This is an optimization exercise on Yosys and OpenROAD, whose aim is small area, a short achievable clock period and few clock cycles, not a production implementation.
At most, simulation tests tie the RTL to the original design; equivalence was not proved.
Only the layout flow was run in run 5; the RTL was not checked for function there.
Power figures rest on the tool's default switching activity, not on a simulated workload.

[flow/config.mk]
export PLATFORM = sky130hd
export DESIGN_NAME = ttt_main
export DESIGN_NICKNAME = ttt_main
export VERILOG_FILES = /design/flow/design.v
export SDC_FILE = /design/flow/constraint.sdc
export NUM_CORES = 4
export LEC_CHECK = 0
export ABC_CLOCK_PERIOD_IN_PS = 3000
export CAP_MARGIN = 30
export CORE_MARGIN = 2
export CORE_UTILIZATION = 40
export CTS_BUF_LIST = sky130_fd_sc_hd__clkbuf_16
export CTS_CLUSTER_DIAMETER = 70
export CTS_CLUSTER_SIZE = 25
export GPL_ROUTABILITY_DRIVEN = 0
export SETUP_SLACK_MARGIN = 3.3
export SLEW_MARGIN = 20
[flow/constraint.sdc]
create_clock -name core_clock -period 6.5 [get_ports {clock_fast}]
set_input_delay 1.3000 -clock core_clock [delete_from_list [all_inputs] [get_ports {clock_fast}]]
set_output_delay 1.3000 -clock core_clock [all_outputs]
set_load 0.01 [all_outputs]
[flow/design.v]
`timescale 1ns/10ps
`timescale 1ns/10ps
`timescale 1ns/10ps
`timescale 1ns/10ps
`timescale 1ns/10ps
module ttt_main (
    input  logic                                reset,
    input  logic                                clock_fast,
    output logic [2:0]                          stage,
    input  logic [4-1:0]        processor_id_in,
    output logic [4-1:0]        processor_id_out,
    input  logic [4-1:0]     good_tokens_in,
    input  logic [4-1:0]     bad_tokens_in,
    output logic [1:0]                          token_startstop,
    output logic                                output_valid,
    input  logic [4:0]                          instruction,
    input  logic [6-1:0]        connection_id_in,
    input  logic [8-1:0]           prog_data
);
    localparam int NP = 10;
    localparam int NC = 50;
    localparam int NH = NC / 2;          
    localparam int NG = (NH + 3) / 4;    
    logic signed [7:0] g_cnt [NP];
    logic signed [7:0] b_cnt [NP];
    logic signed [7:0] g_thr [NP];
    logic signed [7:0] b_thr [NP];
    logic [NP-1:0]     act;
    logic [5:0]        first [NP+1];
    logic [3:0]        tgt_mem [2][NH];
    logic [7:0]        wt_mem [2][NH];
    logic        x_add;
    logic        x_gthr;
    logic        x_bthr;
    logic        x_upd;
    logic        x_first;
    logic        x_tgt;
    logic        x_wt;
    logic [NP:0] x_hit;       
    logic [5:0]  x_cid;
    logic [7:0]  x_data;
    logic        x_neg;       
    logic [NP/2-1:0] y_hit;   
    logic [7:0]      y_data;
    logic          busy;        
    logic          busy_o;      
    logic          r_first;     
    logic [NP-1:0] pend;        
    logic [5:0]    w_idx;       
    logic [5:0]    w_end;       
    logic          w_stop;      
    logic [3:0]    m_lo [2];
    logic [NG-1:0] m_hi [2];
    function automatic logic ge8(input logic [7:0] a, input logic [7:0] b);
        logic [7:0] ua;
        logic [7:0] ub;
        logic r;
        ua = {~a[7], a[6:0]};
        ub = {~b[7], b[6:0]};
        r = 1'b1;
        for (int i = 0; i < 8; i++) r = (ua[i] & ~ub[i]) | ((ua[i] | ~ub[i]) & r);
        ge8 = r;
    endfunction
    logic [NP-1:0] act_now;
    always_comb begin
        for (int i = 0; i < NP; i++)
            act_now[i] = ge8(g_cnt[i], g_thr[i]) && !ge8(b_cnt[i], b_thr[i]);
    end
    logic [NP-1:0] src_pend;
    logic [NP-1:0] src_one;      
    logic          have_src;
    logic [5:0]    w_rem;
    logic          have0;
    logic          have1;
    logic          take1;        
    logic          last_step;
    logic          do_load;
    logic [5:0]    ld_first;
    logic [5:0]    ld_end;
    logic [3:0]    ld_id;
    logic          ld_start;
    assign src_pend  = pend;
    assign have_src  = |src_pend;
    assign w_rem     = w_end - w_idx;
    assign have0     = (w_rem != 6'd0);
    assign have1     = (w_rem[5:1] != 5'd0);
    always_comb begin
        logic [NP-1:0] seen;
        seen = '0;
        for (int i = 0; i < NP; i++) begin
            src_one[i] = src_pend[i] && !seen[i];
            if (i + 1 < NP) seen[i+1] = seen[i] | src_pend[i];
        end
        ld_first = '0;
        ld_end = '0;
        ld_id = '0;
        ld_start = 1'b0;
        for (int i = 0; i < NP; i++) begin
            if (src_one[i]) begin
                ld_first = ld_first | first[i];
                ld_end = ld_end | first[i+1];
                ld_id = ld_id | 4'(i);
                ld_start = ld_start | act[i];
            end
        end
    end
    logic [13:0]     rd_bank [2];    
    logic [NP/2-1:0] bk_hit [2];     
    logic [1:0]      bk_x;
    logic [1:0]      bk_y;
    logic [7:0]      rd_wt [2];
    logic [NP/2-1:0] rd_hit [2];     
    logic [1:0]      rd_x;           
    logic [1:0]      rd_y;           
    always_comb begin
        for (int b = 0; b < 2; b++) begin
            logic [13:0] grp [NG];
            rd_bank[b] = '0;
            for (int j = 0; j < NG; j++) begin
                grp[j] = '0;
                for (int k = 0; k < 4; k++) begin
                    if (j * 4 + k < NH) begin
                        logic [3:0] t;
                        logic       v;
                        t = tgt_mem[b][j*4+k];
                        v = !(t[2] && (t[1] || t[0]));
                        grp[j] = grp[j] | ({14{m_lo[b][k]}} &
                                           {v && !t[3], v && t[3], t, wt_mem[b][j*4+k]});
                    end
                end
                rd_bank[b] = rd_bank[b] | ({14{m_hi[b][j]}} & grp[j]);
            end
            for (int i = 0; i < NP / 2; i++) bk_hit[b][i] = (rd_bank[b][10:8] == 3'(i));
            bk_x[b] = rd_bank[b][13];
            bk_y[b] = rd_bank[b][12];
        end
        rd_wt[0]  = w_idx[0] ? rd_bank[1][7:0] : rd_bank[0][7:0];
        rd_wt[1]  = w_idx[0] ? rd_bank[0][7:0] : rd_bank[1][7:0];
        rd_hit[0] = w_idx[0] ? bk_hit[1] : bk_hit[0];
        rd_hit[1] = w_idx[0] ? bk_hit[0] : bk_hit[1];
        rd_x = w_idx[0] ? {bk_x[0], bk_x[1]} : bk_x;
        rd_y = w_idx[0] ? {bk_y[0], bk_y[1]} : bk_y;
    end
    logic pair_ok;
    assign pair_ok = !(bk_x[0] && bk_x[1]) && !(bk_y[0] && bk_y[1]);
    assign take1 = have1 && pair_ok;
    assign last_step = (w_rem[5:1] == 5'd0) || ((w_rem == 6'd2) && take1);
    assign do_load = have_src && last_step;
    function automatic logic signed [7:0] sat_add(input logic signed [7:0] c,
                                                  input logic signed [3:0] a);
        logic [4:0] lo;
        logic [3:0] hi_inc;
        logic [3:0] hi_dec;
        logic [3:0] hi;
        logic       ovf;
        lo = {1'b0, c[3:0]} + {1'b0, a};
        hi_inc = c[7:4] + 4'd1;
        hi_dec = c[7:4] - 4'd1;
        if (!a[3]) begin
            hi = lo[4] ? hi_inc : c[7:4];
            ovf = lo[4] && (c[7:4] == 4'b0111);
        end else begin
            hi = lo[4] ? c[7:4] : hi_dec;
            ovf = !lo[4] && (c[7:4] == 4'b1000);
        end
        sat_add = ovf ? (a[3] ? 8'sh80 : 8'sh7f) : {hi, lo[3:0]};
    endfunction
    logic signed [7:0] sel_g [2];
    logic signed [7:0] sel_b [2];
    logic signed [3:0] amt_g [2];
    logic signed [3:0] amt_b [2];
    logic signed [7:0] res_g [2];    
    logic signed [7:0] res_b [2];
    always_comb begin
        sel_g[0] = '0;
        sel_b[0] = '0;
        sel_g[1] = '0;
        sel_b[1] = '0;
        for (int i = 0; i < NP / 2; i++) begin
            sel_g[0] = sel_g[0] | ({8{x_hit[i]}} & g_cnt[i]);
            sel_b[0] = sel_b[0] | ({8{x_hit[i]}} & b_cnt[i]);
            sel_g[1] = sel_g[1] | ({8{y_hit[i]}} & g_cnt[NP/2+i]);
            sel_b[1] = sel_b[1] | ({8{y_hit[i]}} & b_cnt[NP/2+i]);
        end
        amt_g[0] = x_neg ? (4'd0 - x_data[7:4]) : x_data[7:4];
        amt_b[0] = x_neg ? (4'd0 - x_data[3:0]) : x_data[3:0];
        amt_g[1] = x_neg ? (4'd0 - y_data[7:4]) : y_data[7:4];
        amt_b[1] = x_neg ? (4'd0 - y_data[3:0]) : y_data[3:0];
        for (int l = 0; l < 2; l++) begin
            res_g[l] = sat_add(sel_g[l], amt_g[l]);
            res_b[l] = sat_add(sel_b[l], amt_b[l]);
        end
    end
    logic is_adv;
    logic [NP:0] in_hit;
    assign is_adv = !instruction[4] && (instruction[2:0] == 3'b010);
    always_comb begin
        for (int i = 0; i <= NP; i++) in_hit[i] = (processor_id_in == 4'(i));
    end
    always_ff @(posedge clock_fast) begin
        if (reset) begin
            busy <= 1'b0;
            r_first <= 1'b0;
            pend <= '0;
            w_idx <= '0;
            w_end <= '0;
            w_stop <= 1'b0;
            output_valid <= 1'b0;
            x_add <= 1'b0;
            x_gthr <= 1'b0;
            x_bthr <= 1'b0;
            x_upd <= 1'b0;
            x_first <= 1'b0;
            x_tgt <= 1'b0;
            x_wt <= 1'b0;
            y_hit <= '0;
        end else begin
            output_valid <= 1'b0;
            x_add <= 1'b0;
            x_gthr <= 1'b0;
            x_bthr <= 1'b0;
            x_upd <= 1'b0;
            x_first <= 1'b0;
            x_tgt <= 1'b0;
            x_wt <= 1'b0;
            y_hit <= '0;
            if (!busy) begin
                x_hit <= in_hit;
                x_cid <= connection_id_in;
                x_data <= prog_data;
                y_data <= prog_data;
                x_neg <= 1'b0;
                case (instruction[4:3])
                    2'b11: begin
                        x_first <= (instruction[2:0] == 3'b001);
                        x_tgt <= (instruction[2:0] == 3'b010);
                        x_wt <= (instruction[2:0] == 3'b011);
                    end
                    2'b10: begin
                        x_gthr <= (instruction[2:0] == 3'b001);
                        x_bthr <= (instruction[2:0] == 3'b010);
                        if (instruction[2:0] == 3'b100) begin
                            x_add <= |in_hit[NP/2-1:0];
                            y_hit <= in_hit[NP-1:NP/2];
                        end
                        x_upd <= (instruction[2:0] == 3'b101);
                    end
                    default: begin
                        if (instruction[2:0] == 3'b001) begin
                            x_add <= |in_hit[NP/2-1:0];
                            y_hit <= in_hit[NP-1:NP/2];
                            x_data <= {good_tokens_in, bad_tokens_in};
                            y_data <= {good_tokens_in, bad_tokens_in};
                        end
                    end
                endcase
                if (is_adv) begin
                    busy <= 1'b1;
                    r_first <= 1'b1;
                end
            end else if (r_first) begin
                r_first <= 1'b0;
                pend <= act_now ^ act;
                if (act_now == act) busy <= 1'b0;
            end else begin
                if (have0) begin
                    x_add <= rd_x[0] || (take1 && rd_x[1]);
                    x_hit <= {6'd0, rd_x[0] ? rd_hit[0] : rd_hit[1]};
                    x_data <= rd_x[0] ? rd_wt[0] : rd_wt[1];
                    x_neg <= w_stop;
                    y_hit <= rd_y[0] ? rd_hit[0] : (take1 && rd_y[1] ? rd_hit[1] : '0);
                    y_data <= rd_y[0] ? rd_wt[0] : rd_wt[1];
                    w_idx <= take1 ? w_idx + 6'd2 : w_idx + 6'd1;
                end
                if (do_load) begin
                    w_idx <= ld_first;
                    w_end <= ld_end;
                    w_stop <= !ld_start;
                    output_valid <= 1'b1;
                    processor_id_out <= ld_id;
                    token_startstop <= {ld_start, !ld_start};
                    pend <= src_pend & ~src_one;
                end
                if (!have_src && last_step) busy <= 1'b0;
            end
        end
    end
    always_ff @(posedge clock_fast) begin
        if (busy && !r_first && do_load) begin
            logic [3:0]    lo;
            logic [NG-1:0] hi;
            for (int k = 0; k < 4; k++) lo[k] = (ld_first[2:1] == 2'(k));
            for (int j = 0; j < NG; j++) hi[j] = (ld_first[5:3] == 3'(j));
            m_lo[1] <= lo;
            m_hi[1] <= hi;
            if (ld_first[0]) begin
                m_lo[0] <= {lo[2:0], lo[3]};
                m_hi[0] <= lo[3] ? {hi[NG-2:0], 1'b0} : hi;
            end else begin
                m_lo[0] <= lo;
                m_hi[0] <= hi;
            end
        end else if (busy && !r_first && have0) begin
            for (int b = 0; b < 2; b++) begin
                if (take1 || (w_idx[0] == 1'(b))) begin
                    m_lo[b] <= {m_lo[b][2:0], m_lo[b][3]};
                    if (m_lo[b][3]) m_hi[b] <= {m_hi[b][NG-2:0], 1'b0};
                end
            end
        end
    end
    logic [7:0]  wd_thr;
    logic [5:0]  wd_first;
    assign wd_thr = reset ? 8'(1) : x_data;
    assign wd_first = reset ? 6'd0 : x_data[5:0];
    always_ff @(posedge clock_fast) begin
        for (int i = 0; i < NP; i++) begin
            if (reset || (i < NP / 2 ? (x_add && x_hit[i]) : y_hit[i % (NP / 2)])) begin
                g_cnt[i] <= reset ? 8'd0 : res_g[i / (NP / 2)];
                b_cnt[i] <= reset ? 8'd0 : res_b[i / (NP / 2)];
            end
            if (reset || (x_gthr && x_hit[i])) g_thr[i] <= wd_thr;
            if (reset || (x_bthr && x_hit[i])) b_thr[i] <= wd_thr;
            if (reset || r_first || (x_upd && x_hit[i])) act[i] <= !reset && act_now[i];
        end
        for (int i = 0; i <= NP; i++)
            if (reset || (x_first && x_hit[i])) first[i] <= wd_first;
    end
    logic [3:0] tgt_code;
    always_comb begin
        if (x_data[3:0] < 4'd5) tgt_code = x_data[3:0];
        else if (x_data[3:0] < 4'd10) tgt_code = {1'b1, 3'(x_data[3:0] - 4'd5)};
        else tgt_code = 4'd7;
    end
    always_ff @(posedge clock_fast) begin
        for (int i = 0; i < NC; i++) begin
            if (x_tgt && x_cid == 6'(i)) tgt_mem[i % 2][i / 2] <= tgt_code;
            if (x_wt && x_cid == 6'(i)) wt_mem[i % 2][i / 2] <= x_data;
        end
    end
    always_ff @(posedge clock_fast) begin
        if (reset) busy_o <= 1'b0;
        else if (!busy) busy_o <= is_adv;
        else if (r_first) busy_o <= (act_now != act);
        else if (!have_src && last_step) busy_o <= 1'b0;
    end
    assign stage = {2'b00, busy_o};
endmodule
[flow/run.sh]
#!/bin/bash
# synth_recipe.tcl (not shown) runs the flow's synth.tcl, then flattens the netlist and writes it again
# the make line also repeats each setting of config.mk as NAME=value (left out here)
make -C /OpenROAD-flow-scripts/flow DESIGN_CONFIG=/design/flow/config.mk WORK_HOME=/design/flow/orfs CLKGATE_MAP_FILE= SYNTH_SCRIPT=/design/flow/synth_recipe.tcl finish
==> impl_results.html, run 1 <==
<table>
<tr><th>Metric</th><th>Value</th></tr>
<tr><th colspan="2">Worst setup path</th></tr>
<tr><td>Classification of the worst setup path</td><td>flip-flop to flip-flop</td></tr>
<tr><td>Data required, critical path</td><td>6.95 ns</td></tr>
<tr><td>Critical-path cell list</td><td>buf_12, a222oi_1, nand2_1, ha_4, fa_2, a21o_1, a21o_1, nor2_2, and2_4, a32oi_2, xor2_1, a211oi_2, buf_4</td></tr>
<tr><td>CP max stage cell</td><td>a222oi_1</td></tr>
<tr><td>Slack of the worst reg-to-reg path</td><td>3.31 ns</td></tr>
<tr><td>Endpoint of the worst-slack reg-to-reg timing path</td><td>b_cnt[7][7]</td></tr>
<tr><td>Dominant cell type by count on the critical path</td><td>a21o_1</td></tr>
<tr><td>Maximum cell stage delay along the critical path</td><td>0.42 ns</td></tr>
<tr><td>Arrival @ worst endpoint</td><td>3.63 ns</td></tr>
<tr><td>Crit. Startpoint</td><td>y_hit[0]</td></tr>
<tr><td>Length in cells of the worst reg-to-reg path</td><td>13</td></tr>
<tr><td>Startpoint of the worst-slack reg-to-reg timing path</td><td>y_hit[0]</td></tr>
<tr><td>Critical path fanouts, max</td><td>5</td></tr>
<tr><td>Crit path to</td><td>b_cnt[7][7]</td></tr>
<tr><td>Kind of launch point of the worst setup path</td><td>flip-flop</td></tr>
<tr><td>Kind of end point of the critical path</td><td>flip-flop</td></tr>
<tr><th colspan="2">CTS</th></tr>
<tr><td>Maximum clock insertion buffer count</td><td>3</td></tr>
<tr><td>Inserted Clock Buffers</td><td>57</td></tr>
<tr><td>Number of sinks on the clock net</td><td>1097</td></tr>
<tr><td>H-tree levels</td><td>2</td></tr>
<tr><td>Clock tree from TritonCTS</td><td>done</td></tr>
<tr><td>Clock-pin slew on the worst setup and hold paths</td><td>0.10 ns</td></tr>
<tr><td>Post-CTS Hold Fix Bufs</td><td>0</td></tr>
<tr><td>Worst skew pair latency</td><td>0.70 ns</td></tr>
<tr><td>Cell at the root of the clock tree</td><td>clkbuf_16</td></tr>
<tr><th colspan="2">Run</th></tr>
<tr><td>Total of max-cap violations</td><td>0</td></tr>
<tr><th colspan="2">Global route</th></tr>
<tr><td>Global-route usage over all layers</td><td>20.51%</td></tr>
<tr><td>Global-route wire length before repair</td><td>186700 µm</td></tr>
<tr><td>Overflow left after global routing</td><td>0</td></tr>
<tr><td>Via count of the first global-routing pass</td><td>28960</td></tr>
<tr><td>Maximum number of pins on one net before global-route repair</td><td>57</td></tr>
<tr><td>Antenna violations before repair</td><td>2</td></tr>
<tr><th colspan="2">Yosys</th></tr>
<tr><td>Share of the synthesized area in the top cell type</td><td>68.07%</td></tr>
<tr><td>Post-Synthesis Cells</td><td>3459</td></tr>
<tr><td>Asr flop ratio synth</td><td>0%</td></tr>
<tr><td>Flip-flop and latch count after synthesis</td><td>1097</td></tr>
<tr><td>Synth Warn #</td><td>22</td></tr>
<tr><td>Post-synthesis cell type with the largest combined area</td><td>edfxtp_1</td></tr>
<tr><td>Most instantiated flip-flop cell in the synthesis netlist</td><td>edfxtp_1</td></tr>
<tr><td>Average size of a mapped cell</td><td>13.49 µm²</td></tr>
<tr><td>Cell area after synthesis</td><td>46670 µm²</td></tr>
<tr><td>Most repeated cell in the gate-level netlist after synthesis</td><td>edfxtp_1</td></tr>
<tr><td>Count of different cell masters after synthesis</td><td>89</td></tr>
<tr><td>Commonest cells in the netlist</td><td>edfxtp_1, a22oi_1, nand2_1</td></tr>
<tr><td>Post-synthesis sequential area ratio</td><td>69.74%</td></tr>
<tr><td>Synth area leaders</td><td>edfxtp_1, a22oi_1, nand2_1</td></tr>
<tr><td>Count of flip-flops with a built-in enable after synthesis</td><td>1058</td></tr>
<tr><th colspan="2">Cells and area</th></tr>
<tr><td>Layout Nets</td><td>3649</td></tr>
<tr><td>Layout-stage area growth over the synthesis result</td><td>13.37%</td></tr>
<tr><td>Antenna diode instance count</td><td>0</td></tr>
<tr><td>Core occupancy in the finished layout</td><td>45.66%</td></tr>
<tr><td>Share of post-route cells with drive strength above 1</td><td>12.71%</td></tr>
<tr><th colspan="2">Floorplan</th></tr>
<tr><td>Number of rows created at floorplan</td><td>125</td></tr>
<tr><td>Area enclosed by the die boundary</td><td>119400 µm²</td></tr>
<tr><td>Die X</td><td>345.6 µm</td></tr>
<tr><td>Floorplan die height</td><td>345.6 µm</td></tr>
<tr><td>CORE AREA</td><td>115900 µm²</td></tr>
<tr><td>I/O pins</td><td>43</td></tr>
<tr><td>Starting Density</td><td>40.27%</td></tr>
<tr><th colspan="2">Timing</th></tr>
<tr><td>Post-route minimum period</td><td>3.187 ns</td></tr>
<tr><td>Hold Vio Cnt, Final</td><td>0</td></tr>
<tr><td>Normalized max-slew margin</td><td>35.71%</td></tr>
<tr><td>Worst Skew</td><td>0.03576 ns</td></tr>
<tr><td>Unrepaired setup endpoints after global routing</td><td>yes</td></tr>
<tr><td>Number of setup violations in the final report</td><td>0</td></tr>
<tr><td>Maximum clock rate</td><td>313.7 MHz</td></tr>
<tr><td>Total count of max-transition violations in the final report</td><td>0</td></tr>
<tr><td>Sum of negative setup slack</td><td>0 ns</td></tr>
<tr><td>Slew at the pin closest to its max-slew limit</td><td>0.9621 ns</td></tr>
<tr><td>Hold slack</td><td>0.5000 ns</td></tr>
<tr><td>Post-route clock period utilization</td><td>49.04%</td></tr>
<tr><th colspan="2">Place</th></tr>
<tr><td>Dpl hpwl</td><td>83160 µm</td></tr>
<tr><td>Port Buffers</td><td>40</td></tr>
<tr><th colspan="2">Power</th></tr>
<tr><td>Power density over the cells</td><td>275.5 nW/µm²</td></tr>
<tr><td>Worst supply voltage drop on vdd</td><td>0.2116 mV</td></tr>
<tr><td>Leakage</td><td>18.01 nW</td></tr>
<tr><th colspan="2">Route</th></tr>
<tr><td>Routed WL</td><td>127900 µm</td></tr>
<tr><td>Number of optimization iterations in the first detailed-route pass</td><td>8</td></tr>
<tr><td>Detail-routed net length per standard cell</td><td>24.92 µm</td></tr>
<tr><td>Vias/cell</td><td>5.909</td></tr>
<tr><td>Remaining DRCs</td><td>0</td></tr>
<tr><td>DRC marker count from the first detailed-route iteration</td><td>3476</td></tr>
<tr><td>Final antenna-violating net count</td><td>0</td></tr>
<tr><td>Via Count</td><td>30340</td></tr>
<tr><th colspan="2">Run status</th></tr>
<tr><td>Result of the run</td><td>no timing/DRC/antenna violations</td></tr>
<tr><th colspan="2">Hold path</th></tr>
<tr><td>Worst hold path type</td><td>flip-flop to flip-flop</td></tr>
</table>
## registers in the layout, summed over array words and instances (netlist names), 2 cells and up
| register | flops |
|---|---|
| wt_mem | 400 |
| tgt_mem | 200 |
| b_cnt | 80 |
| b_thr | 80 |
| g_cnt | 80 |
| g_thr | 80 |
| first | 66 |
| m_hi | 14 |
| x_hit | 11 |
| act | 10 |
| pend | 10 |
| m_lo | 8 |
| x_data | 8 |
| y_data | 8 |
| w_end | 6 |
| w_idx | 6 |
| x_cid | 6 |
| y_hit | 5 |
| processor_id_out | 4 |
| token_startstop | 2 |
## final cells by class
class                           instances  area [µm²]
Fill cell                           10240       62980
Sequential cell                      1097       32580
Timing Repair Buffer                  221        2220
Clock inverter                         37       380.4
Multi-Input combinational cell       1998       13590
Tap cell                             1524        1907
Inverter                              197       743.2
Clock buffer                           60        1501
## placed cells by master, fill, tap and decap left out, types with 20 or more instances in the layout
master              n
a21o_1             28
a21oi_1           159
a221oi_1           29
a222oi_1           50
a22oi_1           311
a31oi_1            23
and3_1             20
buf_4             136
clkbuf_16          65
clkdlybuf4s50_1    39
dfxtp_1            30
edfxtp_1         1058
ha_1               34
inv_1             201
maj3_1             57
mux2i_1            24
nand2_1           299
nand2b_1           44
nand3_1            69
nand3b_1           25
nor2_1            227
nor2b_1            47
o21ai_0            95
o22ai_1            25
xnor2_1            20
## cells by family (layout without fill, tap and decap cells)
group / count (synthesis) / count (layout) / share of synthesized area [%]
AO/OA/AOI/OAI: 929 / 929 / 14.23
multiplexers: 29 / 29 / 0.6353
buffers and inverters: 365 / 515 / 3.048
other: 1 / 2 / 0.008035
AND/OR/NAND/NOR: 899 / 899 / 9.139
flip-flops: 1097 / 1097 / 69.74
adder cells (fa/ha/maj): 101 / 101 / 2.482
XOR/XNOR: 38 / 38 / 0.7131
## per-stage QoR
stage / setup slack, ns / cells / total power [mW] / instance area [µm²]
2_1_floorplan: 3.238 / 3460 / 9.693 / 46740
3_3_place_gp: 1.553 / 4915 / 10.31 / 48850
3_5_place_dp: 1.545 / 4921 / 10.35 / 48940
4_1_cts: 3.248 / 5077 / 14.54 / 51890
5_1_grt: 3.175 / 5134 / 15.06 / 52910
6_report: 3.313 / 5134 / 14.58 / 52910
## power by group
part,internal (mW),switching [mW]
logic,0.624,1.16
registers,8.36,0.254
clock network,1.82,2.37
## worst max-delay path, delay by kind of cell, from the launching register on
family          cells  cell delay (ns)
compound gates      5             1.03
fa+ha+maj           2             0.53
xor+xnor            1             0.21
flops               1             0.37
simple gates        3             0.46
buf+inv             2             0.33
## how the worst min path moves through the flow
stage	start	endpoint	slack, ns	depth (start not counted)
2_1_floorplan	w_stop	w_stop	0.43	2
3_3_place_gp	w_stop	w_stop	0.48	2
3_5_place_dp	w_stop	w_stop	0.48	2
4_1_cts	w_stop	w_stop	0.49	2
5_1_grt	w_stop	w_stop	0.52	2
6_report	w_stop	w_stop	0.50	2
## what timing repair did
item / CTS / global route
cloned: 4 / 6
setup endpoints to repair: 262 / 235
endpoints found under the hold margin: 0 / 0
resized for setup: 123 / 110
pin swaps: 30 / 52
setup buffers: 55 / 50
## routing by layer
metal,share of wire [%],global-route usage (%),routed length [µm],vias to the layer above
li1,-,-,-,13560
met1,44,30.02,56190,15410
met2,47,32.53,59770,1183
met3,7.2,2.754,9159,181
met4,2.2,4.726,2820,0
met5,0,0,0,-
Testbench counts, summed over its fixed seeds: cycles 4,393.
==> run 2, diff against run 1 <==
--- a/flow/config.mk
+++ b/flow/config.mk
@@ -12,6 +12,5 @@
 export CTS_BUF_LIST = sky130_fd_sc_hd__clkbuf_16
 export CTS_CLUSTER_DIAMETER = 70
 export CTS_CLUSTER_SIZE = 25
-export GPL_ROUTABILITY_DRIVEN = 0
-export SETUP_SLACK_MARGIN = 3.3
+export SETUP_SLACK_MARGIN = 3.45
 export SLEW_MARGIN = 20
==> run 2 against run 1 <==
  * Still clean on timing, DRC and antenna
  * Design area rose by 2.8%
  * Synthesized cell count unchanged
  * Global-route usage up 0.30 points
  * Core utilization up 1.3 points
  * Combinational power is 9.6% higher
  * First-iteration DRC count decreased by 2.8%
  * Area after synthesis stayed put
  * Worst setup slack got worse by 0.19 ns
  * Via count rose by 1.3%
  * Clock skew down 0.0024 ns
  * Largest cell class unchanged
==> impl_results.html, run 2 <==
<table>
<tr><th>Metric</th><th>Value</th></tr>
<tr><th colspan="2">Run status</th></tr>
<tr><td>Result of the run</td><td>no timing/DRC/antenna violations</td></tr>
<tr><th colspan="2">Timing</th></tr>
<tr><td>Maximum clock rate</td><td>295.9 MHz</td></tr>
<tr><td>Unrepaired setup endpoints after global routing</td><td>yes</td></tr>
<tr><td>Post-route clock period utilization</td><td>52.00%</td></tr>
<tr><td>Normalized max-slew margin</td><td>33.41%</td></tr>
<tr><td>Minimum setup slack in the final design</td><td>3.120 ns</td></tr>
<tr><td>Slew at the pin closest to its max-slew limit</td><td>0.9952 ns</td></tr>
<tr><td>Worst Skew</td><td>0.03334 ns</td></tr>
<tr><td>Total count of max-transition violations in the final report</td><td>0</td></tr>
<tr><td>Post-route minimum period</td><td>3.380 ns</td></tr>
<tr><td>Hold Vio Cnt, Final</td><td>0</td></tr>
<tr><td>Number of setup violations in the final report</td><td>0</td></tr>
<tr><td>Sum of negative setup slack</td><td>0 ns</td></tr>
<tr><th colspan="2">Yosys</th></tr>
<tr><td>Share of the synthesized area in the top cell type</td><td>68.07%</td></tr>
<tr><td>Post-Synthesis Cells</td><td>3459</td></tr>
<tr><td>Synth Warn #</td><td>22</td></tr>
<tr><td>Flip-flop and latch count after synthesis</td><td>1097</td></tr>
<tr><td>Most instantiated flip-flop cell in the synthesis netlist</td><td>edfxtp_1</td></tr>
<tr><td>Commonest cells in the netlist</td><td>edfxtp_1, a22oi_1, nand2_1</td></tr>
<tr><td>Count of different cell masters after synthesis</td><td>89</td></tr>
<tr><td>Cell area after synthesis</td><td>46670 µm²</td></tr>
<tr><td>Average size of a mapped cell</td><td>13.49 µm²</td></tr>
<tr><td>Most repeated cell in the gate-level netlist after synthesis</td><td>edfxtp_1</td></tr>
<tr><td>Count of flip-flops with a built-in enable after synthesis</td><td>1058</td></tr>
<tr><td>Post-synthesis sequential area ratio</td><td>69.74%</td></tr>
<tr><td>Post-synthesis cell type with the largest combined area</td><td>edfxtp_1</td></tr>
<tr><td>Asr flop ratio synth</td><td>0%</td></tr>
<tr><td>Synth area leaders</td><td>edfxtp_1, a22oi_1, nand2_1</td></tr>
<tr><th colspan="2">Global route</th></tr>
<tr><td>Global-route wire length before repair</td><td>189800 µm</td></tr>
<tr><td>Maximum number of pins on one net before global-route repair</td><td>57</td></tr>
<tr><td>Global-route usage over all layers</td><td>20.82%</td></tr>
<tr><td>Antenna violations before repair</td><td>5</td></tr>
<tr><td>Overflow left after global routing</td><td>0</td></tr>
<tr><td>Via count of the first global-routing pass</td><td>29560</td></tr>
<tr><th colspan="2">Floorplan</th></tr>
<tr><td>Die X</td><td>345.6 µm</td></tr>
<tr><td>Floorplan die height</td><td>345.6 µm</td></tr>
<tr><td>Starting Density</td><td>40.27%</td></tr>
<tr><td>I/O pins</td><td>43</td></tr>
<tr><td>Number of rows created at floorplan</td><td>125</td></tr>
<tr><td>CORE AREA</td><td>115900 µm²</td></tr>
<tr><td>Area enclosed by the die boundary</td><td>119400 µm²</td></tr>
<tr><th colspan="2">Place</th></tr>
<tr><td>Port Buffers</td><td>40</td></tr>
<tr><td>Dpl hpwl</td><td>82650 µm</td></tr>
<tr><td>Worst slack at placement</td><td>1.464 ns</td></tr>
<tr><td>Standard cell area after detailed placement</td><td>49070 µm²</td></tr>
<tr><td>Routability congestion estimate</td><td>0.8560</td></tr>
<tr><th colspan="2">Worst setup path</th></tr>
<tr><td>CP top delay family</td><td>simple AND/OR/NAND/NOR gates</td></tr>
<tr><td>Kind of end point of the critical path</td><td>flip-flop</td></tr>
<tr><td>CP max stage cell</td><td>edfxtp_1</td></tr>
<tr><td>Classification of the worst setup path</td><td>flip-flop to flip-flop</td></tr>
<tr><td>Buffers and inverters on the worst path</td><td>5</td></tr>
<tr><td>Dominant cell type by count on the critical path</td><td>buf_6</td></tr>
<tr><td>Data required, critical path</td><td>6.95 ns</td></tr>
<tr><td>Critical path fanouts, max</td><td>6</td></tr>
<tr><td>Maximum cell stage delay along the critical path</td><td>0.44 ns</td></tr>
<tr><td>Kind of launch point of the worst setup path</td><td>flip-flop</td></tr>
<tr><td>Arrival @ worst endpoint</td><td>3.83 ns</td></tr>
<tr><td>Critical-path cell list</td><td>buf_6, buf_6, buf_12, nor2b_1, a32oi_1, a31oi_1, nor4_1, and4_4, nor2_4, o32ai_4, buf_6, nor2b_4, buf_12, mux2_4</td></tr>
<tr><th colspan="2">Hold path</th></tr>
<tr><td>Worst hold path type</td><td>flip-flop to flip-flop</td></tr>
<tr><th colspan="2">Cells and area</th></tr>
<tr><td>Top flop regs</td><td>wt_mem (400), tgt_mem (200)</td></tr>
<tr><td>Number of flip-flops in the largest register</td><td>400</td></tr>
<tr><td>Commonest non-fill, non-tap cells in the layout</td><td>edfxtp_1, a22oi_1, nand2_1, nor2_1, inv_1</td></tr>
<tr><td>Layout-stage area growth over the synthesis result</td><td>16.50%</td></tr>
<tr><td>Most common cell after layout, fill and taps aside</td><td>edfxtp_1</td></tr>
<tr><td>Register with the highest flop count</td><td>wt_mem</td></tr>
<tr><td>Number of inserted filler cells in the final layout</td><td>10010</td></tr>
<tr><td>Layout Nets</td><td>3710</td></tr>
<tr><td>Share of post-route cells with drive strength above 1</td><td>16.55%</td></tr>
<tr><td>Final Instance Area</td><td>54370 µm²</td></tr>
<tr><th colspan="2">Route</th></tr>
<tr><td>DRC marker count from the first detailed-route iteration</td><td>3378</td></tr>
<tr><td>Vias/cell</td><td>5.906</td></tr>
<tr><td>Detail-routed net length per standard cell</td><td>24.95 µm</td></tr>
<tr><td>Routed WL</td><td>129900 µm</td></tr>
<tr><td>Number of optimization iterations in the first detailed-route pass</td><td>5</td></tr>
<tr><td>Remaining DRCs</td><td>0</td></tr>
<tr><td>Final antenna-violating net count</td><td>0</td></tr>
<tr><td>Via Count</td><td>30740</td></tr>
<tr><th colspan="2">Power</th></tr>
<tr><td>Leakage</td><td>18.56 nW</td></tr>
<tr><td>Net Sw Power</td><td>3.958 mW</td></tr>
<tr><td>Net Sw Frac</td><td>26.60%</td></tr>
<tr><td>Power density over the cells</td><td>273.7 nW/µm²</td></tr>
<tr><td>Design internal power</td><td>10.92 mW</td></tr>
<tr><td>Tot Pwr</td><td>14.88 mW</td></tr>
<tr><td>Worst supply voltage drop on vdd</td><td>0.2440 mV</td></tr>
<tr><td>Sequential group share of total power</td><td>57.9%</td></tr>
<tr><td>Clock group share of total power</td><td>29.1%</td></tr>
<tr><td>Logic gate share of total power</td><td>13.1%</td></tr>
<tr><th colspan="2">CTS</th></tr>
<tr><td>Worst skew pair latency</td><td>0.70 ns</td></tr>
<tr><td>Clock-pin slew on the worst setup and hold paths</td><td>0.10 ns</td></tr>
<tr><td>H-tree levels</td><td>2</td></tr>
<tr><td>Number of sinks on the clock net</td><td>1097</td></tr>
<tr><td>Cell at the root of the clock tree</td><td>clkbuf_16</td></tr>
<tr><td>Clock tree from TritonCTS</td><td>done</td></tr>
<tr><td>Inserted Clock Buffers</td><td>60</td></tr>
<tr><td>Post-CTS Hold Fix Bufs</td><td>0</td></tr>
<tr><td>Maximum clock insertion buffer count</td><td>3</td></tr>
<tr><th colspan="2">Run</th></tr>
<tr><td>Total of max-cap violations</td><td>0</td></tr>
</table>
## run 2: logic make-up (layout without fill, tap and decap cells)
| logic type | count (synthesis) | in the layout | synth area share [%] |
|---|---|---|---|
| other | 1 | 4 | 0.008035 |
| muxes | 29 | 29 | 0.6353 |
| AOI/OAI and AO/OA | 929 | 929 | 14.23 |
| buffers and inverters | 365 | 583 | 3.048 |
| and+or+nand+nor | 899 | 900 | 9.139 |
| adders and majority gates | 101 | 101 | 2.482 |
| xor gates and xnor gates | 38 | 38 | 0.7131 |
| DFF | 1097 | 1097 | 69.74 |
## run 2: tightest hold or removal path: stages (launching register included)
cell and delay (ns):
dfxtp_1 0.33, nand2_1 0.07, a21oi_2 0.05
## run 2: power groups by stage
| stage | Sequential [mW] | Clock (mW) | Combinational, mW |
|---|---|---|---|
| global route | 8.65 | 4.60 | 2.12 |
| detailed placement | 8.78 | 0 | 1.65 |
| CTS | 8.61 | 4.38 | 1.84 |
| floorplan | 8.71 | 0 | 1.05 |
| global placement | 8.76 | 0 | 1.63 |
| finish | 8.61 | 4.32 | 1.95 |
## run 2: final timing paths
path | start | endpoint | slack (ns) | depth (start not counted)
worst max-delay path | m_lo[1][0] | m_lo[1][2] | 3.12 | 14
worst min-delay path | w_stop | w_stop | 0.47 | 2
worst max register to register | m_lo[1][0] | m_lo[1][2] | 3.12 | 14
worst min register to register | w_stop | w_stop | 0.47 | 2
## run 2: cell type report
type / count / area [µm²] / share of cell area (%)
antenna: 2 / 5.005 / 0.009205
inverter: 197 / 742.0 / 1.365
clock inverter: 48 / 504.2 / 0.9274
clock buffer: 60 / 1501 / 2.761
sequential: 1097 / 32580 / 59.92
tap: 1524 / 1907 / 3.507
multi-input combinational: 1999 / 14340 / 26.37
timing repair buffer: 278 / 2799 / 5.148
## run 2: what timing repair did
| action | in CTS | in global routing |
|---|---|---|
| gates resized for setup | 203 | 181 |
| buffers inserted | 95 | 63 |
| setup endpoints to repair | 396 | 332 |
| pin swaps | 58 | 85 |
| gates cloned | 6 | 6 |
| endpoints found under the hold margin | 0 | 0 |
## run 2: routing by layer
| layer | share of wire [%] | track usage, % | up-vias | wire length (µm) |
|---|---|---|---|---|
| met4 | 2.4 | 5.245 | 2 | 3114 |
| met2 | 47 | 33.31 | 1233 | 60630 |
| li1 | - | - | 13730 | - |
| met5 | 0.0062 | 0 | - | 8 |
| met3 | 6.9 | 2.630 | 172 | 8898 |
| met1 | 44 | 30.13 | 15610 | 57230 |
## run 2: through the flow
step | hold slack, ns | utilization [%] | instances
after floorplan | 0.4317 | - | 3460
after global placement | 0.4498 | 42.32 | 4919
after detailed placement | 0.4492 | 42.34 | 4923
after CTS | 0.4730 | 45.64 | 5132
after global routing | 0.4937 | 46.91 | 5204
final | 0.4740 | 46.92 | 5205
==> run 3, diff against run 2 <==
--- a/flow/config.mk
+++ b/flow/config.mk
@@ -12,5 +12,5 @@
 export CTS_BUF_LIST = sky130_fd_sc_hd__clkbuf_16
 export CTS_CLUSTER_DIAMETER = 70
 export CTS_CLUSTER_SIZE = 25
-export SETUP_SLACK_MARGIN = 3.45
+export SETUP_SLACK_MARGIN = 3.2
 export SLEW_MARGIN = 20
==> run 3 against run 2 <==
  * Still clean on timing, DRC and antenna
  * Die area did not move
  * Final cell count fell by 2.1%
  * Clock skew rose by 0.0017 ns
  * Sequential cell count did not move
  * Non-clock buffer count fell by 92
  * Power fell by 4.3%
  * Hold slack improved by 0.034 ns
  * Sequential share of layout area rose by 2.7 points
  * Critical path depth fell by 2
  * Worst setup slack improved by 0.13 ns
  * Critical path type unchanged
==> impl_results.html, run 3 <==
<table>
<tr><th>Metric</th><th>Value</th></tr>
<tr><th colspan="2">CTS</th></tr>
<tr><td>Worst skew pair latency</td><td>0.67 ns</td></tr>
<tr><td>Inserted Clock Buffers</td><td>53</td></tr>
<tr><td>Cell at the root of the clock tree</td><td>clkbuf_16</td></tr>
<tr><td>Number of sinks on the clock net</td><td>1097</td></tr>
<tr><td>H-tree levels</td><td>2</td></tr>
<tr><td>Post-CTS Hold Fix Bufs</td><td>0</td></tr>
<tr><td>Clock-pin slew on the worst setup and hold paths</td><td>0.10 ns</td></tr>
<tr><td>Clock tree from TritonCTS</td><td>done</td></tr>
<tr><td>Maximum clock insertion buffer count</td><td>3</td></tr>
<tr><th colspan="2">Route</th></tr>
<tr><td>Final antenna-violating net count</td><td>0</td></tr>
<tr><td>Number of optimization iterations in the first detailed-route pass</td><td>6</td></tr>
<tr><td>Detail-routed net length per standard cell</td><td>24.77 µm</td></tr>
<tr><td>Vias/cell</td><td>5.896</td></tr>
<tr><td>DRC marker count from the first detailed-route iteration</td><td>3455</td></tr>
<tr><td>Routed WL</td><td>126300 µm</td></tr>
<tr><td>Via Count</td><td>30060</td></tr>
<tr><td>Remaining DRCs</td><td>0</td></tr>
<tr><th colspan="2">Floorplan</th></tr>
<tr><td>Floorplan die height</td><td>345.6 µm</td></tr>
<tr><td>Number of rows created at floorplan</td><td>125</td></tr>
<tr><td>Die X</td><td>345.6 µm</td></tr>
<tr><td>CORE AREA</td><td>115900 µm²</td></tr>
<tr><td>Starting Density</td><td>40.27%</td></tr>
<tr><td>I/O pins</td><td>43</td></tr>
<tr><td>Area enclosed by the die boundary</td><td>119400 µm²</td></tr>
<tr><th colspan="2">Yosys</th></tr>
<tr><td>Share of the synthesized area in the top cell type</td><td>68.07%</td></tr>
<tr><td>Asr flop ratio synth</td><td>0%</td></tr>
<tr><td>Average size of a mapped cell</td><td>13.49 µm²</td></tr>
<tr><td>Synth area leaders</td><td>edfxtp_1, a22oi_1, nand2_1</td></tr>
<tr><td>Post-synthesis sequential area ratio</td><td>69.74%</td></tr>
<tr><td>Cell area after synthesis</td><td>46670 µm²</td></tr>
<tr><td>Flip-flop and latch count after synthesis</td><td>1097</td></tr>
<tr><td>Count of different cell masters after synthesis</td><td>89</td></tr>
<tr><td>Commonest cells in the netlist</td><td>edfxtp_1, a22oi_1, nand2_1</td></tr>
<tr><td>Count of flip-flops with a built-in enable after synthesis</td><td>1058</td></tr>
<tr><td>Post-synthesis cell type with the largest combined area</td><td>edfxtp_1</td></tr>
<tr><td>Most instantiated flip-flop cell in the synthesis netlist</td><td>edfxtp_1</td></tr>
<tr><td>Synth Warn #</td><td>22</td></tr>
<tr><td>Post-Synthesis Cells</td><td>3459</td></tr>
<tr><td>Most repeated cell in the gate-level netlist after synthesis</td><td>edfxtp_1</td></tr>
<tr><th colspan="2">Cells and area</th></tr>
<tr><td>Commonest non-fill, non-tap cells in the layout</td><td>edfxtp_1, a22oi_1, nand2_1, nor2_1, inv_1</td></tr>
<tr><td>Register with the highest flop count</td><td>wt_mem</td></tr>
<tr><td>Number of flip-flops in the largest register</td><td>400</td></tr>
<tr><td>Most common cell after layout, fill and taps aside</td><td>edfxtp_1</td></tr>
<tr><td>Top flop regs</td><td>wt_mem (400), tgt_mem (200)</td></tr>
<tr><td>Share of post-route cells with drive strength above 1</td><td>10.67%</td></tr>
<tr><td>Number of cells in the finished layout apart from fillers</td><td>5098</td></tr>
<tr><td>Number of inserted filler cells in the final layout</td><td>10280</td></tr>
<tr><td>Layout Nets</td><td>3610</td></tr>
<tr><td>Layout-stage area growth over the synthesis result</td><td>11.47%</td></tr>
<tr><th colspan="2">Timing</th></tr>
<tr><td>Hold Vio Cnt, Final</td><td>0</td></tr>
<tr><td>Slew at the pin closest to its max-slew limit</td><td>1.313 ns</td></tr>
<tr><td>Unrepaired setup endpoints after global routing</td><td>yes</td></tr>
<tr><td>Total count of max-transition violations in the final report</td><td>0</td></tr>
<tr><td>Worst Skew</td><td>0.03502 ns</td></tr>
<tr><td>Sum of negative setup slack</td><td>0 ns</td></tr>
<tr><td>Number of setup violations in the final report</td><td>0</td></tr>
<tr><td>Post-route minimum period</td><td>3.249 ns</td></tr>
<tr><td>Maximum clock rate</td><td>307.8 MHz</td></tr>
<tr><td>Normalized max-slew margin</td><td>12.50%</td></tr>
<tr><td>Post-route clock period utilization</td><td>49.98%</td></tr>
<tr><th colspan="2">Place</th></tr>
<tr><td>Dpl hpwl</td><td>82610 µm</td></tr>
<tr><td>Routability congestion estimate</td><td>0.8640</td></tr>
<tr><td>Cell count after placement</td><td>4923</td></tr>
<tr><td>Port Buffers</td><td>40</td></tr>
<tr><th colspan="2">Worst setup path</th></tr>
<tr><td>Data required, critical path</td><td>6.97 ns</td></tr>
<tr><td>Kind of launch point of the worst setup path</td><td>flip-flop</td></tr>
<tr><td>Maximum cell stage delay along the critical path</td><td>0.49 ns</td></tr>
<tr><td>Critical path fanouts, max</td><td>6</td></tr>
<tr><td>Arrival @ worst endpoint</td><td>3.72 ns</td></tr>
<tr><td>CP max stage cell</td><td>or3_1</td></tr>
<tr><td>Buffers and inverters on the worst path</td><td>3</td></tr>
<tr><td>Kind of end point of the critical path</td><td>flip-flop</td></tr>
<tr><td>CP top delay family</td><td>compound AO/OA/AOI/OAI gates</td></tr>
<tr><td>Slack of the worst reg-to-reg path</td><td>3.25 ns</td></tr>
<tr><td>Classification of the worst setup path</td><td>flip-flop to flip-flop</td></tr>
<tr><td>Critical-path cell list</td><td>buf_12, buf_4, a222oi_1, nand2_1, ha_1, a21o_1, a21oi_2, nor2_4, buf_4, nand2_1, or3_1, a21oi_2</td></tr>
<tr><th colspan="2">Run status</th></tr>
<tr><td>Result of the run</td><td>no timing/DRC/antenna violations</td></tr>
<tr><th colspan="2">Global route</th></tr>
<tr><td>Global-route wire length before repair</td><td>184400 µm</td></tr>
<tr><td>Maximum number of pins on one net before global-route repair</td><td>64</td></tr>
<tr><td>Overflow left after global routing</td><td>0</td></tr>
<tr><td>Global-route usage over all layers</td><td>20.27%</td></tr>
<tr><td>Antenna violations before repair</td><td>1</td></tr>
<tr><td>Via count of the first global-routing pass</td><td>28720</td></tr>
<tr><th colspan="2">Hold path</th></tr>
<tr><td>Worst hold path type</td><td>flip-flop to flip-flop</td></tr>
<tr><th colspan="2">Power</th></tr>
<tr><td>Leakage</td><td>17.65 nW</td></tr>
<tr><td>Power density over the cells</td><td>273.6 nW/µm²</td></tr>
<tr><td>Worst supply voltage drop on vdd</td><td>0.2247 mV</td></tr>
<tr><th colspan="2">Run</th></tr>
<tr><td>Total of max-cap violations</td><td>0</td></tr>
</table>
==> run 3: stage by stage <==
| stage | worst slack (ns) | hold slack, ns | util, % | power (mW) | instance area [µm²] |
|---|---|---|---|---|---|
| after floorplan | 3.203 | 0.4317 | - | 9.684 | 46720 |
| after global placement | 1.749 | 0.4850 | 42.15 | 10.30 | 48850 |
| after detailed placement | 1.693 | 0.4825 | 42.22 | 10.34 | 48930 |
| after CTS | 3.203 | 0.4966 | 44.17 | 14.15 | 51180 |
| after global routing | 3.081 | 0.5347 | 44.89 | 14.70 | 52020 |
| final | 3.251 | 0.5083 | 44.89 | 14.24 | 52030 |
==> run 3: logic make-up (layout without fill, tap and decap cells) <==
logic type	after synthesis	after routing	share of synthesized area, %
flops	1097	1097	69.74
simple gates	899	899	9.139
fa+ha+maj	101	101	2.482
mux	29	29	0.6353
compound gates	929	929	14.23
other cells	1	4	0.008035
buf+inv	365	477	3.048
xor+xnor	38	38	0.7131
==> run 3: timing repair <==
item,4_1_cts,5_1_grt
cloned,0,4
buffers inserted,41,33
gates resized for setup,79,98
setup endpoints to repair,262,234
pin swaps,13,35
==> run 3: final timing paths <==
check,startpoint,depth (start not counted),to
max,x_hit[0],12,g_cnt[4][5]
min reg2reg,w_stop,2,w_stop
max reg2reg,x_hit[0],12,g_cnt[4][5]
min,w_stop,2,w_stop
==> run 3: layout make-up <==
cell class,instances,area (µm²),share of cell area [%]
inverters,197,739.5,1.421
clock buffers,53,1326,2.549
clock inverters,41,287.8,0.5531
flip-flops and latches,1097,32570,62.60
multi-input cells,1998,13430,25.80
diodes,2,5.005,0.009620
well taps,1524,1907,3.665
repair buffers,186,1765,3.393
==> run 3: per-layer routing <==
layer  wire [µm]  track usage (%)  part of all wire (%)
met1       55750            29.80                    44
met2       59030            32.51                    47
met3        8812            2.259                   7.0
met4        2662            4.314                   2.1
met5           0                0                     0
==> run 3: worst reg2reg max path, delay by kind of cell (launching register included) <==
| family | cells | cell delay [ns] |
|---|---|---|
| fa+ha+maj | 1 | 0.34 |
| flops | 1 | 0.45 |
| compound gates | 4 | 1.00 |
| simple gates | 4 | 0.82 |
| buf+inv | 3 | 0.44 |
==> run 3: power breakdown <==
| part | total [mW] | switching (mW) | internal, mW |
|---|---|---|---|
| Clock | 3.84 | 2.23 | 1.61 |
| Sequential | 8.61 | 0.249 | 8.36 |
| Combinational | 1.79 | 1.17 | 0.619 |
| Total | 14.2 | 3.65 | 10.6 |
==> run 4, diff against run 3 <==
--- a/flow/config.mk
+++ b/flow/config.mk
@@ -8,9 +8,9 @@
 export ABC_CLOCK_PERIOD_IN_PS = 3000
 export CAP_MARGIN = 30
 export CORE_MARGIN = 2
-export CORE_UTILIZATION = 40
+export CORE_UTILIZATION = 50
 export CTS_BUF_LIST = sky130_fd_sc_hd__clkbuf_16
 export CTS_CLUSTER_DIAMETER = 70
 export CTS_CLUSTER_SIZE = 25
-export SETUP_SLACK_MARGIN = 3.2
+export SETUP_SLACK_MARGIN = 3.3
 export SLEW_MARGIN = 20
==> run 4 against run 3 <==
  * Still clean
  * Wire length is 3.1% higher
  * Clock power is 9.4% higher
  * Synthesized cell count stayed put
  * First-iteration DRC count is 23% higher
  * Sequential power hardly changed
  * Critical path depth is 1 lower
  * Core utilization is 12 points higher
  * Clock skew is 0.022 ns higher
  * Clock-buffer cell count is 6 higher
  * Via count is 3.2% higher
  * Die area is 20% lower
  * Critical endpoint is now g_cnt[1][0]
==> impl_results.html, run 4 <==
<table>
<tr><th>Metric</th><th>Value</th></tr>
<tr><th colspan="2">Run status</th></tr>
<tr><td>Result of the run</td><td>no timing/DRC/antenna violations</td></tr>
<tr><th colspan="2">Timing</th></tr>
<tr><td>Maximum clock rate</td><td>299.7 MHz</td></tr>
<tr><td>Hold Vio Cnt, Final</td><td>0</td></tr>
<tr><td>Total count of max-transition violations in the final report</td><td>0</td></tr>
<tr><td>Sum of negative setup slack</td><td>0 ns</td></tr>
<tr><td>Minimum setup slack in the final design</td><td>3.163 ns</td></tr>
<tr><td>Worst Skew</td><td>0.05666 ns</td></tr>
<tr><td>Number of setup violations in the final report</td><td>0</td></tr>
<tr><td>Unrepaired setup endpoints after global routing</td><td>yes</td></tr>
<tr><td>Normalized max-slew margin</td><td>38.68%</td></tr>
<tr><td>Post-route minimum period</td><td>3.337 ns</td></tr>
<tr><td>Slew at the pin closest to its max-slew limit</td><td>0.9198 ns</td></tr>
<tr><td>Post-route clock period utilization</td><td>51.33%</td></tr>
<tr><th colspan="2">Yosys</th></tr>
<tr><td>Flip-flop and latch count after synthesis</td><td>1097</td></tr>
<tr><td>Count of flip-flops with a built-in enable after synthesis</td><td>1058</td></tr>
<tr><td>Most repeated cell in the gate-level netlist after synthesis</td><td>edfxtp_1</td></tr>
<tr><td>Post-synthesis cell type with the largest combined area</td><td>edfxtp_1</td></tr>
<tr><td>Commonest cells in the netlist</td><td>edfxtp_1, a22oi_1, nand2_1</td></tr>
<tr><td>Cell area after synthesis</td><td>46670 µm²</td></tr>
<tr><td>Count of different cell masters after synthesis</td><td>89</td></tr>
<tr><td>Synth area leaders</td><td>edfxtp_1, a22oi_1, nand2_1</td></tr>
<tr><td>Asr flop ratio synth</td><td>0%</td></tr>
<tr><td>Synth Warn #</td><td>22</td></tr>
<tr><td>Share of the synthesized area in the top cell type</td><td>68.07%</td></tr>
<tr><td>Average size of a mapped cell</td><td>13.49 µm²</td></tr>
<tr><td>Most instantiated flip-flop cell in the synthesis netlist</td><td>edfxtp_1</td></tr>
<tr><td>Post-synthesis sequential area ratio</td><td>69.74%</td></tr>
<tr><td>Post-Synthesis Cells</td><td>3459</td></tr>
<tr><th colspan="2">Power</th></tr>
<tr><td>Worst supply voltage drop on vdd</td><td>0.2341 mV</td></tr>
<tr><td>Net Sw Power</td><td>3.909 mW</td></tr>
<tr><td>Clock group share of total power</td><td>28.5%</td></tr>
<tr><td>Power density over the cells</td><td>278.2 nW/µm²</td></tr>
<tr><td>Sequential group share of total power</td><td>58.5%</td></tr>
<tr><td>Logic gate share of total power</td><td>13.0%</td></tr>
<tr><td>Design internal power</td><td>10.81 mW</td></tr>
<tr><td>Net Sw Frac</td><td>26.57%</td></tr>
<tr><td>Tot Pwr</td><td>14.72 mW</td></tr>
<tr><td>Leakage</td><td>18.11 nW</td></tr>
<tr><th colspan="2">Cells and area</th></tr>
<tr><td>Top flop regs</td><td>wt_mem (400), tgt_mem (200)</td></tr>
<tr><td>Core occupancy in the finished layout</td><td>56.94%</td></tr>
<tr><td>Number of cells in the finished layout apart from fillers</td><td>4884</td></tr>
<tr><td>Register with the highest flop count</td><td>wt_mem</td></tr>
<tr><td>Most common cell after layout, fill and taps aside</td><td>edfxtp_1</td></tr>
<tr><td>Number of inserted filler cells in the final layout</td><td>7233</td></tr>
<tr><td>Layout Nets</td><td>3658</td></tr>
<tr><td>Layout-stage area growth over the synthesis result</td><td>13.35%</td></tr>
<tr><td>Number of flip-flops in the largest register</td><td>400</td></tr>
<tr><td>Commonest non-fill, non-tap cells in the layout</td><td>edfxtp_1, a22oi_1, nand2_1, nor2_1, inv_1</td></tr>
<tr><td>Share of post-route cells with drive strength above 1</td><td>13.89%</td></tr>
<tr><th colspan="2">CTS</th></tr>
<tr><td>Post-CTS Hold Fix Bufs</td><td>0</td></tr>
<tr><td>Clock-pin slew on the worst setup and hold paths</td><td>0.09 ns</td></tr>
<tr><td>Inserted Clock Buffers</td><td>58</td></tr>
<tr><td>Cell at the root of the clock tree</td><td>clkbuf_16</td></tr>
<tr><td>Maximum clock insertion buffer count</td><td>3</td></tr>
<tr><td>Clock tree from TritonCTS</td><td>done</td></tr>
<tr><td>Worst skew pair latency</td><td>0.74 ns</td></tr>
<tr><td>H-tree levels</td><td>2</td></tr>
<tr><td>Number of sinks on the clock net</td><td>1097</td></tr>
<tr><th colspan="2">Worst setup path</th></tr>
<tr><td>Length in cells of the worst reg-to-reg path</td><td>11</td></tr>
<tr><td>Kind of end point of the critical path</td><td>flip-flop</td></tr>
<tr><td>Classification of the worst setup path</td><td>flip-flop to flip-flop</td></tr>
<tr><td>Kind of launch point of the worst setup path</td><td>flip-flop</td></tr>
<tr><td>Critical path fanouts, max</td><td>5</td></tr>
<tr><td>Arrival @ worst endpoint</td><td>3.84 ns</td></tr>
<tr><td>Data required, critical path</td><td>7.00 ns</td></tr>
<tr><th colspan="2">Route</th></tr>
<tr><td>DRC marker count from the first detailed-route iteration</td><td>4259</td></tr>
<tr><td>Via Count</td><td>31020</td></tr>
<tr><td>Final antenna-violating net count</td><td>0</td></tr>
<tr><td>Routed WL</td><td>130100 µm</td></tr>
<tr><td>Number of optimization iterations in the first detailed-route pass</td><td>7</td></tr>
<tr><td>Detail-routed net length per standard cell</td><td>26.64 µm</td></tr>
<tr><td>Vias/cell</td><td>6.352</td></tr>
<tr><td>Remaining DRCs</td><td>0</td></tr>
<tr><th colspan="2">Place</th></tr>
<tr><td>Dpl hpwl</td><td>84180 µm</td></tr>
<tr><td>Routability congestion estimate</td><td>0.8926</td></tr>
<tr><td>Worst slack at placement</td><td>1.566 ns</td></tr>
<tr><td>Port Buffers</td><td>40</td></tr>
<tr><td>Cell count after placement</td><td>4641</td></tr>
<tr><th colspan="2">Hold path</th></tr>
<tr><td>Worst Hold Depth</td><td>2</td></tr>
<tr><td>Worst hold path type</td><td>flip-flop to flip-flop</td></tr>
<tr><th colspan="2">Global route</th></tr>
<tr><td>Overflow left after global routing</td><td>0</td></tr>
<tr><td>Maximum number of pins on one net before global-route repair</td><td>59</td></tr>
<tr><td>Global-route usage over all layers</td><td>26.63%</td></tr>
<tr><td>Antenna violations before repair</td><td>4</td></tr>
<tr><td>Global-route wire length before repair</td><td>190100 µm</td></tr>
<tr><td>Via count of the first global-routing pass</td><td>29860</td></tr>
<tr><th colspan="2">Floorplan</th></tr>
<tr><td>Die X</td><td>309.5 µm</td></tr>
<tr><td>Area enclosed by the die boundary</td><td>95810 µm²</td></tr>
<tr><td>I/O pins</td><td>43</td></tr>
<tr><td>CORE AREA</td><td>92910 µm²</td></tr>
<tr><td>Floorplan die height</td><td>309.5 µm</td></tr>
<tr><td>Starting Density</td><td>50.23%</td></tr>
<tr><td>Number of rows created at floorplan</td><td>112</td></tr>
<tr><th colspan="2">Run</th></tr>
<tr><td>Total of max-cap violations</td><td>0</td></tr>
</table>
-- run 4: repair_timing --
item	4_1_cts	5_1_grt
endpoints found under the hold margin	0	0
pin swaps	31	61
gates cloned	4	2
buffers inserted	75	52
gates resized for setup	128	167
setup endpoints to repair	262	251
-- run 4: final timing paths --
path | from | slack, ns | to
setup / recovery | x_hit[0] | 3.16 | g_cnt[1][0]
hold reg to reg | w_stop | 0.50 | w_stop
hold / removal | w_stop | 0.50 | w_stop
setup reg to reg | x_hit[0] | 3.16 | g_cnt[1][0]
-- run 4: critical path, cell delays in order (launching register included) --
cell and delay, ns:
edfxtp_1 0.45, buf_12 0.17, a222oi_1 0.45, nand2_1 0.14, ha_1 0.36, a21o_1 0.14, a21oi_2 0.06, nor2_2 0.18
nand2_1 0.16, nor3_1 0.57, nor2_1 0.11, nor2_1 0.33
-- run 4: layer usage --
layer	share of wire, %	track usage (%)	up-vias	wire length, µm
li1	-	-	13610	-
met3	8.7	3.661	214	11330
met4	2.9	7.699	0	3732
met2	46	41.67	1568	59790
met5	0	0	-	0
met1	42	39.09	15630	55280
-- run 4: layout make-up --
class                   count  area (µm²)  area share (%)
flip-flops and latches   1097       32580           61.58
multi-input cells        1999       13880           26.25
repair buffers            228        2226           4.208
well taps                1254        1569           2.966
clock buffers              59        1476           2.791
inverters                 197       743.2           1.405
clock inverters            49       421.7          0.7971
diodes                      1       2.502        0.004730
-- run 4: kinds of logic after synthesis --
group                    Yosys count  share of synthesized area (%)
XOR/XNOR                          38                         0.7131
multiplexers                      29                         0.6353
AO/OA/AOI/OAI                    929                          14.23
adder cells (fa/ha/maj)          101                          2.482
AND/OR/NAND/NOR                  899                          9.139
flip-flops                      1097                          69.74
buffers and inverters            365                          3.048
other                              1                       0.008035
-- run 4: metrics by stage --
step | area (µm²) | hold slack [ns]
floorplan | 46740 | 0.4317
global placement | 48510 | 0.4791
detailed placement | 48540 | 0.4795
CTS | 51710 | 0.4994
global route | 52900 | 0.5193
finish | 52900 | 0.4974
-- run 4: power groups by stage --
| stage | combinational, mW | clock (mW) | sequential [mW] |
|---|---|---|---|
| floorplan | 0.984 | 0 | 8.71 |
| global placement | 1.53 | 0 | 8.75 |
| detailed placement | 1.60 | 0 | 8.77 |
| CTS | 1.71 | 4.26 | 8.60 |
| global route | 2.05 | 4.51 | 8.65 |
| finish | 1.91 | 4.20 | 8.61 |
==> run 5, diff against run 4 <==
--- a/flow/design.v
+++ b/flow/design.v
@@ -68,6 +68,7 @@
     end
     logic [NP-1:0] src_pend;
     logic [NP-1:0] src_one;      
+    logic [NP-1:0] one_q;        
     logic          have_src;
     logic [5:0]    w_rem;
     logic          have0;
@@ -84,13 +85,16 @@
     assign w_rem     = w_end - w_idx;
     assign have0     = (w_rem != 6'd0);
     assign have1     = (w_rem[5:1] != 5'd0);
-    always_comb begin
+    function automatic logic [NP-1:0] lowest(input logic [NP-1:0] v);
         logic [NP-1:0] seen;
         seen = '0;
         for (int i = 0; i < NP; i++) begin
-            src_one[i] = src_pend[i] && !seen[i];
-            if (i + 1 < NP) seen[i+1] = seen[i] | src_pend[i];
+            lowest[i] = v[i] && !seen[i];
+            if (i + 1 < NP) seen[i+1] = seen[i] | v[i];
         end
+    endfunction
+    assign src_one = one_q;
+    always_comb begin
         ld_first = '0;
         ld_end = '0;
         ld_id = '0;
@@ -202,6 +206,7 @@
             busy <= 1'b0;
             r_first <= 1'b0;
             pend <= '0;
+            one_q <= '0;
             w_idx <= '0;
             w_end <= '0;
             w_stop <= 1'b0;
@@ -261,6 +266,7 @@
             end else if (r_first) begin
                 r_first <= 1'b0;
                 pend <= act_now ^ act;
+                one_q <= lowest(act_now ^ act);
                 if (act_now == act) busy <= 1'b0;
             end else begin
                 if (have0) begin
@@ -280,6 +286,7 @@
                     processor_id_out <= ld_id;
                     token_startstop <= {ld_start, !ld_start};
                     pend <= src_pend & ~src_one;
+                    one_q <= lowest(src_pend & ~src_one);
                 end
                 if (!have_src && last_step) busy <= 1'b0;
             end
--- a/flow/config.mk
+++ b/flow/config.mk
@@ -8,9 +8,9 @@
 export ABC_CLOCK_PERIOD_IN_PS = 3000
 export CAP_MARGIN = 30
 export CORE_MARGIN = 2
-export CORE_UTILIZATION = 50
+export CORE_UTILIZATION = 40
 export CTS_BUF_LIST = sky130_fd_sc_hd__clkbuf_16
-export CTS_CLUSTER_DIAMETER = 70
-export CTS_CLUSTER_SIZE = 25
+export CTS_CLUSTER_DIAMETER = 60
+export CTS_CLUSTER_SIZE = 20
 export SETUP_SLACK_MARGIN = 3.3
 export SLEW_MARGIN = 20
==> run 5 against run 4 <==
  * Global-route usage down 5.3 points
  * Die area grew 28%
  * Hold slack better by 0.0069 ns
==> impl_results.html, run 5 <==
<table>
<tr><th>Metric</th><th>Value</th></tr>
<tr><th colspan="2">CTS</th></tr>
<tr><td>Maximum clock insertion buffer count</td><td>3</td></tr>
<tr><td>Post-CTS Hold Fix Bufs</td><td>0</td></tr>
<tr><td>Worst skew pair latency</td><td>0.67 ns</td></tr>
<tr><td>Clock tree from TritonCTS</td><td>done</td></tr>
<tr><td>Inserted Clock Buffers</td><td>83</td></tr>
<tr><th colspan="2">Place</th></tr>
<tr><td>Cell count after placement</td><td>5118</td></tr>
<tr><td>Routability congestion estimate</td><td>0.8489</td></tr>
<tr><td>Port Buffers</td><td>40</td></tr>
<tr><th colspan="2">Route</th></tr>
<tr><td>Met2 wire len</td><td>62240 µm</td></tr>
<tr><td>Detailed-routing wirelength on met1</td><td>57390 µm</td></tr>
<tr><td>Final antenna-violating net count</td><td>0</td></tr>
<tr><td>Remaining DRCs</td><td>0</td></tr>
<tr><td>Routed WL</td><td>133400 µm</td></tr>
<tr><td>Via Count</td><td>31520</td></tr>
<tr><td>Highest metal layer used by the detailed router</td><td>met5</td></tr>
<tr><td>Detail-routed net length per standard cell</td><td>24.95 µm</td></tr>
<tr><th colspan="2">Cells and area</th></tr>
<tr><td>Antenna diode instance count</td><td>0</td></tr>
<tr><td>Number of inserted filler cells in the final layout</td><td>10380</td></tr>
<tr><td>Layout-stage area growth over the synthesis result</td><td>13.97%</td></tr>
<tr><td>Commonest non-fill, non-tap cells in the layout</td><td>edfxtp_1, a22oi_1, nand2_1, inv_1, nor2_1</td></tr>
<tr><td>Share of post-route cells with drive strength above 1</td><td>12.49%</td></tr>
<tr><th colspan="2">Timing</th></tr>
<tr><td>Post-route minimum period</td><td>3.202 ns</td></tr>
<tr><td>Normalized max-slew margin</td><td>35.80%</td></tr>
<tr><td>Maximum clock rate</td><td>312.3 MHz</td></tr>
<tr><td>Worst Skew</td><td>0.03594 ns</td></tr>
<tr><td>Hold Vio Cnt, Final</td><td>0</td></tr>
<tr><th colspan="2">Worst setup path</th></tr>
<tr><td>Data required, critical path</td><td>6.87 ns</td></tr>
<tr><td>Buffers and inverters on the worst path</td><td>2</td></tr>
<tr><td>Classification of the worst setup path</td><td>flip-flop to flip-flop</td></tr>
<tr><td>Kind of end point of the critical path</td><td>flip-flop</td></tr>
<tr><td>Maximum cell stage delay along the critical path</td><td>0.53 ns</td></tr>
<tr><td>Critical path fanouts, max</td><td>54</td></tr>
<tr><td>Kind of launch point of the worst setup path</td><td>flip-flop</td></tr>
<tr><th colspan="2">Yosys</th></tr>
<tr><td>Count of flip-flops with a built-in enable after synthesis</td><td>1058</td></tr>
<tr><td>Post-Synthesis Cells</td><td>3589</td></tr>
<tr><td>Flip-flop and latch count after synthesis</td><td>1106</td></tr>
<tr><td>Most repeated cell in the gate-level netlist after synthesis</td><td>edfxtp_1</td></tr>
<tr><td>Synth Warn #</td><td>22</td></tr>
<tr><td>Most instantiated flip-flop cell in the synthesis netlist</td><td>edfxtp_1</td></tr>
<tr><td>Average size of a mapped cell</td><td>13.33 µm²</td></tr>
<tr><td>Asr flop ratio synth</td><td>0%</td></tr>
<tr><td>Commonest cells in the netlist</td><td>edfxtp_1, a22oi_1, nand2_1</td></tr>
<tr><th colspan="2">Power</th></tr>
<tr><td>Worst supply voltage drop on vdd</td><td>0.2756 mV</td></tr>
<tr><th colspan="2">Hold path</th></tr>
<tr><td>Worst hold path type</td><td>flip-flop to flip-flop</td></tr>
<tr><th colspan="2">Global route</th></tr>
<tr><td>Global-route wire length before repair</td><td>196100 µm</td></tr>
<tr><td>Via count of the first global-routing pass</td><td>30150</td></tr>
<tr><th colspan="2">Floorplan</th></tr>
<tr><td>Starting Density</td><td>40.40%</td></tr>
<tr><td>Floorplan die height</td><td>349.8 µm</td></tr>
<tr><th colspan="2">Run status</th></tr>
<tr><td>Result of the run</td><td>no timing/DRC/antenna violations</td></tr>
</table>
[run 5: per-layer routing]
layer  track usage [%]  up-vias
li1                  -    14140
met2             33.94     1219
met3             2.743      203
met5                 0        -
met4             6.510        2
met1             30.45    15960
[run 5: final timing paths]
check	from	end	slack [ns]	cells after the start
worst min register to register	pend[5]	pend[5]	0.50	2
worst min-delay path	pend[5]	pend[5]	0.50	2
worst max register to register	x_data[0]	b_cnt[2][5]	3.30	10
worst max-delay path	x_data[0]	b_cnt[2][5]	3.30	10
[run 5: repair_timing]
item | 4_1_cts | 5_1_grt
pin swaps | 21 | 36
setup endpoints to repair | 268 | 240
setup buffers | 23 | 49
resized for setup | 92 | 96
cloned | 3 | 2
[run 5: power breakdown]
group / total (mW) / switching, mW / internal, mW / leakage [nW]
Combinational: 3.67 / 2.40 / 1.28 / 6.79
Sequential: 9.23 / 0.404 / 8.83 / 10.4
Clock: 5.40 / 2.71 / 2.69 / 1.40
Total: 18.3 / 5.51 / 12.8 / 18.6
[run 5: layout make-up]
| cell class | count | area share, % |
|---|---|---|
| timing repair buffer | 184 | 3.392 |
| clock buffer | 86 | 3.948 |
| sequential | 1106 | 60.06 |
| tap | 1600 | 3.672 |
| multi-input combinational | 2112 | 26.36 |
| inverter | 196 | 1.350 |
| clock inverter | 63 | 1.214 |
[run 5: logic make-up (layout without fill, tap and decap cells)]
logic type,count (synthesis),in the layout,synth area share (%)
and+or+nand+nor,953,953,9.874
muxes,30,30,0.6382
buffers and inverters,372,529,3.154
xor gates and xnor gates,31,31,0.5676
adders and majority gates,91,91,2.229
other,1,2,0.007840
DFF,1106,1106,68.43
AOI/OAI and AO/OA,1005,1005,15.10
[run 5: worst register-to-register path: cells and delay by family, from the launching register on]
kind / cells / cell delay (ns)
adders and majority gates: 1 / 0.40
DFF: 1 / 0.38
and+or+nand+nor: 2 / 0.28
AOI/OAI and AO/OA: 4 / 0.69
buffers and inverters: 2 / 0.62
xor gates and xnor gates: 1 / 0.53
[run 5: stage by stage]
stage | utilization [%] | hold WS, ns | area [µm²] | total power, mW | setup WS (ns)
finish | 46.04 | 0.5043 | 54510 | 18.30 | 3.298
global route | 46.04 | 0.5293 | 54510 | 18.97 | 3.194
CTS | 45.30 | 0.4928 | 53630 | 18.06 | 3.241
detailed placement | 42.30 | 0.4833 | 50090 | 12.51 | 2.125
global placement | 42.25 | 0.4757 | 50020 | 12.43 | 2.193
floorplan | - | 0.4433 | 47900 | 11.27 | 3.187
